What follows belongs to an exercise in optimizing a design on an open flow for small area; a production flow would make more cautious choices. Where RTL was checked, it was by simulation tests only, not by an equivalence proof against the original. Power and IR drop assume default switching activity.

==> 02-13: inputs <==
==> flow/design.v <==
module dwconv_bias_buffer_pp #(
  parameter int CH = 32,
  parameter int DW = 16
) (
  input  logic                    clk,
  input  logic                    rst_n,
  input  logic                    load_en,
  input  logic                    in_valid,
  input  logic [DW-1:0]           in_data,
  output logic                    in_ready,
  input  logic                    reload,
  output logic                    load_done,
  input  logic                    r_en,
  output logic [CH*DW-1:0]        bias_out,
  output logic                    bias_valid,
  input  logic                    swap,
  output logic                    active_bank
);
  localparam int CW = $clog2(CH);
  localparam logic [1:0] S_IDLE = 2'd0;
  localparam logic [1:0] S_LOAD = 2'd1;
  localparam logic [1:0] S_FULL = 2'd2;
  localparam logic [CW-1:0] LAST_IDX = CW'(CH - 1);
  logic [1:0]       r_state;
  logic [CW-1:0]    r_idx;
  logic             r_active_bank;
  logic             r_bias_valid;
  logic             r_azero;
  logic             r_ozero;
  logic [CH*DW-1:0] r_wbank;    
  logic [CH*DW-1:0] r_abank;    
  logic [CH*DW-1:0] r_nbias;    
  logic             w_accept;
  logic             w_swap_go;
  logic             w_whold;
  logic             w_ahold;
  logic             w_ohold;
  assign w_accept  = (r_state == S_LOAD) && in_valid && !reload;
  assign w_swap_go = swap && (r_state == S_FULL) && !reload;
  assign w_whold   = !w_accept && (r_state != S_IDLE);
  assign w_ahold   = !w_swap_go && !r_azero;
  assign w_ohold   = !r_en && !r_ozero;
  always_ff @(posedge clk or posedge rst_n) begin
    if (rst_n) begin
      r_active_bank <= 1'b0;
      r_azero       <= 1'b1;
    end else if (w_swap_go) begin
      r_active_bank <= ~r_active_bank;
      r_azero       <= 1'b0;
    end
  end
  always_ff @(posedge clk or posedge rst_n) begin
    if (rst_n) begin
      r_state <= S_IDLE;
      r_idx   <= '0;
    end else if (reload) begin
      r_state <= S_IDLE;
      r_idx   <= '0;
    end else begin
      case (r_state)
        S_IDLE: begin
          r_idx <= '0;
          if (load_en) r_state <= S_LOAD;
        end
        S_LOAD: begin
          if (w_accept) begin
            if (r_idx == LAST_IDX) begin
              r_idx   <= '0;
              r_state <= S_FULL;
            end else begin
              r_idx <= r_idx + CW'(1);
            end
          end
        end
        S_FULL: begin
          if (w_swap_go) r_state <= S_IDLE;
        end
        default: r_state <= S_IDLE;
      endcase
    end
  end
  always_ff @(posedge clk) begin
    r_wbank <= ({~in_data, r_wbank[CH*DW-1:DW]} & {CH*DW{w_accept}}) |
               (r_wbank & {CH*DW{w_whold}});
  end
  always_ff @(posedge clk) begin
    r_abank <= (r_wbank & {CH*DW{w_swap_go}}) | (r_abank & {CH*DW{w_ahold}});
  end
  always_ff @(posedge clk) begin
    r_nbias <= (r_abank & {CH*DW{r_en}}) | (r_nbias & {CH*DW{w_ohold}});
  end
  always_ff @(posedge clk or posedge rst_n) begin
    if (rst_n) begin
      r_ozero      <= 1'b1;
      r_bias_valid <= 1'b0;
    end else begin
      r_bias_valid <= r_en;
      if (r_en) r_ozero <= r_azero;
    end
  end
  assign in_ready    = (r_state == S_LOAD);
  assign load_done   = (r_state == S_FULL);
  assign bias_out    = ~(r_nbias | {CH*DW{r_ozero}});
  assign bias_valid  = r_bias_valid;
  assign active_bank = r_active_bank;
endmodule
==> flow/flow/run.sh <==
#!/bin/bash
# Own layout flow: the standard flow (standard.sh), with three changes to
# how the layout is made:
#   * synthesis: the same script (synth_recipe.tcl), but ABC maps with an
#     area-oriented script (flow/abc_area_nf.script) instead of the speed one;
#     registers are untouched (ABC only maps the combinational logic);
#   * port buffers: sky130_fd_sc_hd__buf_1 instead of the default choice;
#   * CTS: clkbuf_8 tree, smaller sink clusters, no dummy loads.
#   * floorplan: ABC buffers removed instead of a timing repair there (the
#     unbuffered area mapping has large-fanout nets that placement buffers).
# Every make step writes its own log under orfs/logs/; make's own output goes
# to flow_make.log here.
set -euo pipefail
W=$(pwd)

cp "$W/flow/abc_area_nf.script" "$W/abc_area_nf.script"
{
  echo "proc abc {args} {"
  echo "  set i [lsearch -exact \$args -script]"
  echo "  if {\$i >= 0} { lset args [expr {\$i + 1}] $W/abc_area_nf.script }"
  echo "  yosys abc {*}\$args"
  echo "}"
  cat "$W/synth_recipe.tcl"
} > "$W/my_synth.tcl"

sed "s#SYNTH_SCRIPT=$W/synth_recipe.tcl#SYNTH_SCRIPT=$W/my_synth.tcl#" standard.sh > my_standard.sh
grep -q "SYNTH_SCRIPT=$W/my_synth.tcl" my_standard.sh

bash my_standard.sh \
  REMOVE_ABC_BUFFERS=1 \
  BUFFER_PORTS_ARGS="-buffer_cell sky130_fd_sc_hd__buf_1" \
  CTS_ARGS="$(cat "$W/flow/cts_args.txt")" \
  finish > "$W/flow_make.log" 2>&1
==> flow/flow/abc_area_nf.script <==
&get -n
&st
&dch
&nf -a
&put
==> flow/flow/cts_args.txt <==
-sink_clustering_enable -repair_clock_nets -dont_use_dummy_load -buf_list sky130_fd_sc_hd__clkbuf_8 -sink_clustering_size 16 -sink_clustering_max_diameter 60
==> flow/standard.sh <==
#!/bin/bash
# synth_recipe.tcl (not shown) runs the flow's synth.tcl, then flattens the netlist and writes it again
# the make line also repeats each setting of config.mk as NAME=value (left out here)
make -C /OpenROAD-flow-scripts/flow DESIGN_CONFIG=/design/flow/config.mk WORK_HOME=/design/flow/orfs CLKGATE_MAP_FILE= SYNTH_SCRIPT=/design/flow/synth_recipe.tcl "${@:-finish}"
==> flow/config.mk <==
export PLATFORM = sky130hd
export DESIGN_NAME = dwconv_bias_buffer_pp
export DESIGN_NICKNAME = dwconv_bias_buffer_pp
export VERILOG_FILES = /design/flow/design.v
export SDC_FILE = /design/flow/constraint.sdc
export NUM_CORES = 4
export LEC_CHECK = 0
export CAP_MARGIN = 20
export CORE_MARGIN = 2
export CORE_UTILIZATION = 40
export SLEW_MARGIN = 20
==> flow/constraint.sdc <==
create_clock -name core_clock -period 4.0 [get_ports {clk}]
set_input_delay 0.8000 -clock core_clock [delete_from_list [all_inputs] [get_ports {clk}]]
set_output_delay 0.8000 -clock core_clock [all_outputs]
set_load 0.01 [all_outputs]
==> 10-27: changes against 02-13 <==
Settings changed: CORE_UTILIZATION 40 to 65, PLACE_DENSITY set to 0.75.
==> 11-20: changes against 02-13 <==
Settings changed: CAP_MARGIN 20 to 5, CORE_UTILIZATION 40 to 85, PLACE_DENSITY set to 0.92, SLEW_MARGIN 20 to 5.
==> 12-21: changes against 02-13 <==
Settings changed: CAP_MARGIN 20 to 5, CORE_UTILIZATION 40 to 75, PLACE_DENSITY set to 0.85, SLEW_MARGIN 20 to 5.
==> summary of the runs <==
The highest count of clock-buffer cells in the layout belongs to 02-13, the lowest to 12-21.
Between 02-13 and 10-27, the lower cell count is in 10-27 (gap 11%, measured against 10-27).
Total power: 12-21 < 10-27 < 02-13.
In combinational power, 10-27 and 12-21 hardly differ.
Core utilization: 12-21 is higher than 10-27 (11 points).
Clock skew: 02-13 > 10-27 > 12-21.
Sequential power is about the same in 10-27 and 12-21.
Of 12-21 and 10-27, 12-21 has the higher sequential share of layout area (gap 0.43 points).
02-13 completed with no timing, DRC or antenna violations. 11-20 ended with an error in global routing (5_1_grt) (GRT-0232). 10-27 passed the timing, DRC and antenna checks. 12-21 completed without violations.

==> inputs of wip/harbor <==
RTL: the design.v shown in full above, as it stands there.
Settings: LEC_CHECK=0, CAP_MARGIN=20, CORE_MARGIN=2, CORE_UTILIZATION=65, PLACE_DENSITY=0.75, SLEW_MARGIN=20; clock period 4.0 ns.
standard.sh (not shown) runs the stock make flow with config.mk's settings and CLKGATE_MAP_FILE= SYNTH_SCRIPT=/design/flow/synth_recipe.tcl, a recipe that flattens the netlist after the stock synthesis.
==> flow/flow/run.sh <==
#!/bin/bash
# Own layout flow: the standard flow (standard.sh), with three changes to
# how the layout is made:
#   * synthesis: the same script (synth_recipe.tcl), but ABC maps with an
#     area-oriented script (flow/abc_area_nf.script) instead of the speed one;
#     registers are untouched (ABC only maps the combinational logic);
#   * port buffers: sky130_fd_sc_hd__buf_1 instead of the default choice;
#   * CTS: clkbuf_4 tree, smaller sink clusters, no dummy loads.
#   * floorplan: ABC buffers removed instead of a timing repair there (the
#     unbuffered area mapping has large-fanout nets that placement buffers).
# Every make step writes its own log under orfs/logs/; make's own output goes
# to flow_make.log here.
set -euo pipefail
W=$(pwd)

cp "$W/flow/abc_area_nf.script" "$W/abc_area_nf.script"
{
  echo "proc abc {args} {"
  echo "  set i [lsearch -exact \$args -script]"
  echo "  if {\$i >= 0} { lset args [expr {\$i + 1}] $W/abc_area_nf.script }"
  echo "  yosys abc {*}\$args"
  echo "}"
  cat "$W/synth_recipe.tcl"
} > "$W/my_synth.tcl"

sed "s#SYNTH_SCRIPT=$W/synth_recipe.tcl#SYNTH_SCRIPT=$W/my_synth.tcl#" standard.sh > my_standard.sh
grep -q "SYNTH_SCRIPT=$W/my_synth.tcl" my_standard.sh

bash my_standard.sh \
  REMOVE_ABC_BUFFERS=1 \
  BUFFER_PORTS_ARGS="-buffer_cell sky130_fd_sc_hd__buf_1" \
  CTS_ARGS="$(cat "$W/flow/cts_args.txt")" \
  finish > "$W/flow_make.log" 2>&1
==> flow/flow/abc_area_nf.script <==
&get -n
&st
&dch
&nf -a
&put
==> flow/flow/cts_args.txt <==
-sink_clustering_enable -repair_clock_nets -dont_use_dummy_load -buf_list sky130_fd_sc_hd__clkbuf_4 -sink_clustering_size 10 -sink_clustering_max_diameter 40
==> wip/nickel (differences from wip/harbor) <==
--- a/flow/design.v
+++ b/flow/design.v
@@ -17,36 +17,30 @@
   output logic                    active_bank
 );
   localparam int CW = $clog2(CH);
+  localparam int NB = 2;
   localparam logic [1:0] S_IDLE = 2'd0;
   localparam logic [1:0] S_LOAD = 2'd1;
   localparam logic [1:0] S_FULL = 2'd2;
   localparam logic [CW-1:0] LAST_IDX = CW'(CH - 1);
   logic [1:0]       r_state;
   logic [CW-1:0]    r_idx;
-  logic             r_active_bank;
+  logic [DW-1:0]    r_mem [NB][CH];
+  logic [CH*DW-1:0] r_bias_out;
   logic             r_bias_valid;
-  logic             r_azero;
-  logic             r_ozero;
-  logic [CH*DW-1:0] r_wbank;    
-  logic [CH*DW-1:0] r_abank;    
-  logic [CH*DW-1:0] r_nbias;    
   logic             w_accept;
   logic             w_swap_go;
-  logic             w_whold;
-  logic             w_ahold;
-  logic             w_ohold;
-  assign w_accept  = (r_state == S_LOAD) && in_valid && !reload;
+  logic             w_wbank;
+  logic             w_rbank;
+  assign w_accept = (r_state == S_LOAD) && in_valid && !reload;
+  logic r_active_bank;
   assign w_swap_go = swap && (r_state == S_FULL) && !reload;
-  assign w_whold   = !w_accept && (r_state != S_IDLE);
-  assign w_ahold   = !w_swap_go && !r_azero;
-  assign w_ohold   = !r_en && !r_ozero;
+  assign w_wbank   = ~r_active_bank;
+  assign w_rbank   = r_active_bank;
   always_ff @(posedge clk or posedge rst_n) begin
     if (rst_n) begin
       r_active_bank <= 1'b0;
-      r_azero       <= 1'b1;
     end else if (w_swap_go) begin
       r_active_bank <= ~r_active_bank;
-      r_azero       <= 1'b0;
     end
   end
   always_ff @(posedge clk or posedge rst_n) begin
@@ -79,28 +73,33 @@
       endcase
     end
   end
-  always_ff @(posedge clk) begin
-    r_wbank <= ({~in_data, r_wbank[CH*DW-1:DW]} & {CH*DW{w_accept}}) |
-               (r_wbank & {CH*DW{w_whold}});
-  end
-  always_ff @(posedge clk) begin
-    r_abank <= (r_wbank & {CH*DW{w_swap_go}}) | (r_abank & {CH*DW{w_ahold}});
-  end
-  always_ff @(posedge clk) begin
-    r_nbias <= (r_abank & {CH*DW{r_en}}) | (r_nbias & {CH*DW{w_ohold}});
+  always_ff @(posedge clk or posedge rst_n) begin
+    if (rst_n) begin
+      for (int b = 0; b < NB; b++) begin
+        for (int i = 0; i < CH; i++) begin
+          r_mem[b][i] <= '0;
+        end
+      end
+    end else if (w_accept) begin
+      r_mem[w_wbank][r_idx] <= in_data;
+    end
   end
   always_ff @(posedge clk or posedge rst_n) begin
     if (rst_n) begin
-      r_ozero      <= 1'b1;
+      r_bias_out   <= '0;
       r_bias_valid <= 1'b0;
     end else begin
       r_bias_valid <= r_en;
-      if (r_en) r_ozero <= r_azero;
+      if (r_en) begin
+        for (int i = 0; i < CH; i++) begin
+          r_bias_out[DW*i +: DW] <= r_mem[w_rbank][i];
+        end
+      end
     end
   end
   assign in_ready    = (r_state == S_LOAD);
   assign load_done   = (r_state == S_FULL);
-  assign bias_out    = ~(r_nbias | {CH*DW{r_ozero}});
+  assign bias_out    = r_bias_out;
   assign bias_valid  = r_bias_valid;
-  assign active_bank = r_active_bank;
+  assign active_bank = w_rbank;
 endmodule
==> flow/run.sh (new file) <==
#!/bin/bash
# synth_recipe.tcl (not shown) runs the flow's synth.tcl, then flattens the netlist and writes it again
# the make line also repeats each setting of config.mk as NAME=value (left out here)
make -C /OpenROAD-flow-scripts/flow DESIGN_CONFIG=/design/flow/config.mk WORK_HOME=/design/flow/orfs CLKGATE_MAP_FILE= SYNTH_SCRIPT=/design/flow/synth_recipe.tcl finish
Settings changed: CORE_UTILIZATION 65 to 40, PLACE_DENSITY 0.75 to not set.
removed: flow/flow/run.sh
removed: flow/flow/abc_area_nf.script
removed: flow/flow/cts_args.txt
removed: flow/standard.sh
==> wip/amber (differences from wip/harbor) <==
--- a/flow/design.v
+++ b/flow/design.v
@@ -32,14 +32,8 @@
   logic [CH*DW-1:0] r_nbias;    
   logic             w_accept;
   logic             w_swap_go;
-  logic             w_whold;
-  logic             w_ahold;
-  logic             w_ohold;
   assign w_accept  = (r_state == S_LOAD) && in_valid && !reload;
   assign w_swap_go = swap && (r_state == S_FULL) && !reload;
-  assign w_whold   = !w_accept && (r_state != S_IDLE);
-  assign w_ahold   = !w_swap_go && !r_azero;
-  assign w_ohold   = !r_en && !r_ozero;
   always_ff @(posedge clk or posedge rst_n) begin
     if (rst_n) begin
       r_active_bank <= 1'b0;
@@ -80,14 +74,13 @@
     end
   end
   always_ff @(posedge clk) begin
-    r_wbank <= ({~in_data, r_wbank[CH*DW-1:DW]} & {CH*DW{w_accept}}) |
-               (r_wbank & {CH*DW{w_whold}});
+    if (w_accept) r_wbank <= {~in_data, r_wbank[CH*DW-1:DW]};
   end
   always_ff @(posedge clk) begin
-    r_abank <= (r_wbank & {CH*DW{w_swap_go}}) | (r_abank & {CH*DW{w_ahold}});
+    if (w_swap_go) r_abank <= r_wbank;
   end
   always_ff @(posedge clk) begin
-    r_nbias <= (r_abank & {CH*DW{r_en}}) | (r_nbias & {CH*DW{w_ohold}});
+    if (r_en) r_nbias <= r_abank;
   end
   always_ff @(posedge clk or posedge rst_n) begin
     if (rst_n) begin
==> flow/run.sh (new file) <==
#!/bin/bash
# synth_recipe.tcl (not shown) runs the flow's synth.tcl, then flattens the netlist and writes it again
# the make line also repeats each setting of config.mk as NAME=value (left out here)
make -C /OpenROAD-flow-scripts/flow DESIGN_CONFIG=/design/flow/config.mk WORK_HOME=/design/flow/orfs CLKGATE_MAP_FILE= SYNTH_SCRIPT=/design/flow/synth_recipe.tcl finish
Settings changed: CORE_UTILIZATION 65 to 40, PLACE_DENSITY 0.75 to not set.
removed: flow/flow/run.sh
removed: flow/flow/abc_area_nf.script
removed: flow/flow/cts_args.txt
removed: flow/standard.sh
==> results.cfg <==
[setup_path]
cp.arrival_ps = 2860
cp.depth = 4
rr_startpoint = r_state[1]

[run_status]
status = complete, no violations

[sta]
max_freq_mhz = 273

[floorplanning]
fp-row-count = 98
die_w_um = 272

[yosys]
synth-seq-area-share_pct = 66.5
synthAdderAreaFrac_pct = 0.0536

[power_and_ir_drop]
p_comb_mw = 6.82
powerSeq_mw = 15.5
power_mw = 29.0

[layout]
drive_gt1_share_pct = 5.28

[detailed_routing]
drtIter0Drc = 3239
# the run above: wip/harbor

==> results.cfg <==
[layout]
drive_gt1_share_pct = 9.44

[setup_path]
rr_startpoint = r_state[0]
cp.arrival_ps = 2820

[floorplanning]
fp-row-count = 128

[power_and_ir_drop]
p_comb_mw = 0.548
power_mw = 32.4
powerSeq_mw = 18.0

[yosys]
synthAdderAreaFrac_pct = 0.0511

[run_status]
status = complete, no violations

[detailed_routing]
drtIter0Drc = 1957
# the run above: wip/amber

==> results.cfg <==
[setup_path]
cp.arrival_ps = 2530
cp.depth = 2
rr_startpoint = r_idx[0]

[run_status]
status = complete, no violations

[floorplanning]
fp-row-count = 145

[power_and_ir_drop]
power_mw = 34.9

[layout]
drive_gt1_share_pct = 27.4
# the run above: wip/nickel

The RTL of wip/nickel was laid out without a check of its function.

## afterwards: timing with drivers on the ports
How much do the figures lean on ideal ports? The routed layouts below were timed once more, with nothing changed but the port constraints. Step 1 (the two cells are an assumption about what drives the block):
set clk [get_ports {clk}]
set_driving_cell -lib_cell sky130_fd_sc_hd__clkbuf_16 $clk
set_driving_cell -lib_cell sky130_fd_sc_hd__buf_2 [delete_from_list [all_inputs] $clk]
Step 2 also shifts input and output timing later by t, the mid clock arrival at the registers, as if the neighbouring blocks saw the same clock. a / b / c = no drivers / after step 1 / after step 2; a / b = the first two.
run	t (ns)	setup slack, ns	worst setup path after step 2	clock arrival spread, ns	worst register clock-pin slew, ns
02-13	0.827	0.501 / 0.434 / 1.089	input to register	0.083 / 0.082	0.10 / 0.10
10-27	0.783	0.456 / 0.389 / 0.970	input to register	0.059 / 0.058	0.10 / 0.10
12-21	0.777	0.562 / 0.500 / 1.132	input to register	0.034 / 0.034	0.10 / 0.10
wip/harbor	1.086	0.340 / 0.277 / 0.968	input to register	0.118 / 0.118	0.11 / 0.11
wip/nickel	0.859	0.668 / 0.590 / 0.415	input to register	0.032 / 0.031	0.06 / 0.06
wip/amber	0.796	0.377 / 0.309 / 0.841	input to register	0.045 / 0.045	0.06 / 0.06
After both steps every run listed still meets setup and hold. The setup slack of wip/nickel, which loses most, moves by -0.078 ns with the drivers and by -0.253 ns with both steps.
